What follows belongs to an exercise in optimizing a design on an open flow for small area and a short achievable clock period; a production flow would make more cautious choices.
Function was checked by simulation only, so behaviour that the tests miss may differ from the original.
Power and IR drop assume default switching activity.

==> module ram_peri_dp, before the edit <==
module ram_peri_dp #(
  parameter int CAddrLen = 8,
  parameter int CDataLen = 16,
  parameter int CDepth = 224,
  parameter int CRdLat = 2,
  parameter int CWrFirst = 1
) (
  input  logic                AClkH,
  input  logic                AResetH,
  input  logic                AClkHEn,
  input  logic [CAddrLen-1:0] AAddrWr,
  input  logic [CDataLen-1:0] AMosi,
  input  logic                AWrEn,
  input  logic [CAddrLen-1:0] AAddrRd,
  input  logic                ARdEn,
  output logic [CDataLen-1:0] AMiso,
  output logic                AMisoVld,
  output logic                ABusy
);
  localparam int COffLen = 3;
  localparam int CGrp = 1 << COffLen;
  localparam int CNGrp = CDepth / CGrp;
  localparam logic [CAddrLen:0] CDepthW = (CAddrLen+1)'(CDepth);
  localparam logic [CAddrLen-1:0] CLast = CAddrLen'(CDepth - 1);
  logic                          run_q, busy_q;
  logic [CAddrLen-1:0]           cnt_q;
  logic [CDataLen-1:0]           mem_q [CDepth];
  logic [CDataLen-1:0]           fill, wr_data;
  logic [CGrp-1:0][CDataLen-1:0] rd_grp;
  logic [CNGrp-1:0]              rd_sel;
  logic [CDepth-1:0]             wr_sel;
  logic [CAddrLen-1:0]           wr_idx;
  logic                          wr_hit, wr_en, coll;
  logic                          wb_vld_q;
  logic [15:0]                   wb_hi_q, wb_lo_q;   
  logic [CAddrLen-1:0]           wb_addr_q;
  logic [CDataLen-1:0]           wb_data_q;
  localparam logic [CDataLen-1:0] CTaps = CDataLen'(ram_peri_pkg::lfsr_taps(CDataLen));
  logic [CDataLen-1:0] lfsr_q;
  always_ff @(posedge AClkH)
    if (AResetH) lfsr_q <= CDataLen'(CFillSeed);
    else if (AClkHEn && !run_q) lfsr_q <= (lfsr_q >> 1) ^ (lfsr_q[0] ? CTaps : '0);
  assign fill = lfsr_q;
  always_ff @(posedge AClkH) begin
    if (AResetH) begin
      run_q <= 1'b0;
      busy_q <= 1'b1;
      cnt_q <= '0;
    end else if (AClkHEn && !run_q) begin
      cnt_q <= cnt_q + 1'b1;
      run_q <= cnt_q == CLast;
      busy_q <= cnt_q != CLast;
    end
  end
  assign ABusy = busy_q;
  assign wr_hit = {1'b0, AAddrWr} < CDepthW;
  assign wr_en = !AResetH && AClkHEn && (run_q ? AWrEn && wr_hit : 1'b1);
  assign wr_idx = run_q ? AAddrWr : cnt_q;
  assign wr_data = run_q ? AMosi : fill;
  always_ff @(posedge AClkH) begin
    wb_vld_q <= wr_en;
    wb_addr_q <= wr_idx;
    wb_data_q <= wr_data;
    for (int h = 0; h < 16; h++) begin
      wb_hi_q[h] <= wr_en && wr_idx[7:4] == 4'(h);
      wb_lo_q[h] <= wr_idx[3:0] == 4'(h);
    end
  end
  for (genvar i = 0; i < CDepth; i++) begin : g_word
    assign wr_sel[i] = wb_hi_q[i/16] && wb_lo_q[i%16];
    always_ff @(posedge AClkH) if (wr_sel[i]) mem_q[i] <= wb_data_q;
  end
  ram_peri_dec #(.CLen(CAddrLen-COffLen), .CN(CNGrp)) u_rd_dec (
    .en (1'b1),
    .idx(AAddrRd[CAddrLen-1:COffLen]),
    .sel(rd_sel)
  );
  always_comb begin
    rd_grp = '0;
    for (int g = 0; g < CNGrp; g++)
      for (int k = 0; k < CGrp; k++)
        rd_grp[k] = rd_grp[k] | (mem_q[g*CGrp+k] & {CDataLen{rd_sel[g]}});
  end
  assign coll = AWrEn && wr_hit && AAddrWr == AAddrRd;
  ram_peri_rd_pipe #(.CDataLen(CDataLen), .CGrp(CGrp), .COffLen(COffLen)) u_rd_pipe (
    .clk     (AClkH),
    .rst     (AResetH),
    .en      (AClkHEn),
    .vld_in  (run_q && ARdEn),
    .grp_in  (rd_grp),
    .off_in  (AAddrRd[COffLen-1:0]),
    .old_hit_in (wb_vld_q && wb_addr_q == AAddrRd),
    .old_data_in(wb_data_q),
    .new_hit_in (coll),
    .new_data_in(AMosi),
    .vld_out (AMisoVld),
    .data_out(AMiso)
  );
endmodule
export LEC_CHECK = 0
export CAP_MARGIN = 20
export CORE_MARGIN = 2
export CORE_UTILIZATION = 55
export CTS_CLUSTER_DIAMETER = 60
export CTS_CLUSTER_SIZE = 25
export SETUP_SLACK_MARGIN = 1.2
export SLEW_MARGIN = 20
export SYNTH_HIERARCHICAL = 1
create_clock -name core_clock -period 3.6 [get_ports {AClkH}]
run.sh (not shown) runs the stock make flow with config.mk's settings and CLKGATE_MAP_FILE= SYNTH_SCRIPT=/design/flow/synth_recipe.tcl, a recipe that flattens the netlist after the stock synthesis.
Edit:
--- a/flow/design.v
+++ b/flow/design.v
@@ -85,10 +85,38 @@
   end
   for (genvar i = 0; i < CN; i++) begin : g_sel
     assign sel[i] = hi[i >> CLoLen] && lo[i % (1 << CLoLen)];
   end
 endmodule
+module ram_peri_andor #(parameter int CN = 8) (
+  input  logic [CN-1:0] d,
+  input  logic [CN-1:0] s,
+  output logic          y
+);
+  assign y = |(d & s);
+endmodule
+module ram_peri_nor2 (input logic a, b, output logic y);
+  assign y = !(a || b);
+endmodule
+module ram_peri_nand2 (input logic a, b, output logic y);
+  assign y = !(a && b);
+endmodule
+module ram_peri_or28 (
+  input  logic [27:0] d,
+  input  logic [27:0] s,
+  output logic        y
+);
+  logic [3:0] l2;
+  logic [1:0] l3;
+  for (genvar j = 0; j < 3; j++) begin : g_l2
+    ram_peri_andor #(.CN(8)) u (.d(d[8*j +: 8]), .s(s[8*j +: 8]), .y(l2[j]));
+  end
+  ram_peri_andor #(.CN(4)) u_l2 (.d(d[27:24]), .s(s[27:24]), .y(l2[3]));
+  ram_peri_nor2 u_l3a (.a(l2[0]), .b(l2[1]), .y(l3[0]));
+  ram_peri_nor2 u_l3b (.a(l2[2]), .b(l2[3]), .y(l3[1]));
+  ram_peri_nand2 u_l4 (.a(l3[0]), .b(l3[1]), .y(y));
+endmodule
 module ram_peri_dp #(
   parameter int CAddrLen = 8,
   parameter int CDataLen = 16,
   parameter int CDepth = 224,
   parameter int CRdLat = 2,
@@ -104,11 +132,11 @@
   input  logic                ARdEn,
   output logic [CDataLen-1:0] AMiso,
   output logic                AMisoVld,
   output logic                ABusy
 );
-  localparam int COffLen = 3;
+  localparam int COffLen = 3;    
   localparam int CGrp = 1 << COffLen;
   localparam int CNGrp = CDepth / CGrp;
   localparam logic [CAddrLen:0] CDepthW = (CAddrLen+1)'(CDepth);
   localparam logic [CAddrLen-1:0] CLast = CAddrLen'(CDepth - 1);
   logic                          run_q, busy_q;
@@ -162,15 +190,18 @@
   ram_peri_dec #(.CLen(CAddrLen-COffLen), .CN(CNGrp)) u_rd_dec (
     .en (1'b1),
     .idx(AAddrRd[CAddrLen-1:COffLen]),
     .sel(rd_sel)
   );
-  always_comb begin
-    rd_grp = '0;
-    for (int g = 0; g < CNGrp; g++)
-      for (int k = 0; k < CGrp; k++)
-        rd_grp[k] = rd_grp[k] | (mem_q[g*CGrp+k] & {CDataLen{rd_sel[g]}});
+  for (genvar k = 0; k < CGrp; k++) begin : g_k
+    for (genvar b = 0; b < CDataLen; b++) begin : g_b
+      logic [CNGrp-1:0] col;
+      for (genvar g = 0; g < CNGrp; g++) begin : g_g
+        assign col[g] = mem_q[g*CGrp+k][b];
+      end
+      ram_peri_or28 u_or (.d(col), .s(rd_sel), .y(rd_grp[k][b]));
+    end
   end
   assign coll = AWrEn && wr_hit && AAddrWr == AAddrRd;
   ram_peri_rd_pipe #(.CDataLen(CDataLen), .CGrp(CGrp), .COffLen(COffLen)) u_rd_pipe (
     .clk     (AClkH),
     .rst     (AResetH),
The new run went through all stages and came out clean; global-route usage falls by 6.4 points; maximum frequency rises by 2.9%; design area falls by 0.72%; clock skew rises by 0.0039 ns; worst hold slack is worse by 0.031 ns; first-iteration DRC count falls by 36%; final cell count rises by 1.2%; sequential share of layout area rises by 0.56 points; setup slack is better by 0.073 ns; via count falls by 7.4%; power falls by 2.3%; wire length falls by 18%.

[what the ideal ports hide]
The flow's constraints put no driver on any port. The routed layouts listed below were extracted and timed again, unchanged, in two steps. Step 1, drivers: a clkbuf_16 drives AClkH and a buf_2 each remaining input, both assumed. Step 2 times the ports against the registers' clock, not the clock port: input delays grow and output delays shrink by t, the midpoint of the rising clock arrivals with the driver on. Three values: no drivers, after step 1, after step 2; two values: the first two.
run	shift t [ns]	slack for setup (ns)	hold slack, ns	worst setup path at the end	clock arrival spread, ns
the first run	1.033	1.039 / 1.039 / 0.224	0.213 / 0.152 / 0.478	input to register	0.056 / 0.056
the second run	0.985	1.113 / 1.142 / 0.176	0.182 / 0.147 / 0.483	input to register	0.060 / 0.060
After both steps setup and hold are still met in every run listed. For the second run, which loses most, drivers alone change the setup slack by +0.029 ns; drivers and shift together by -0.937 ns.
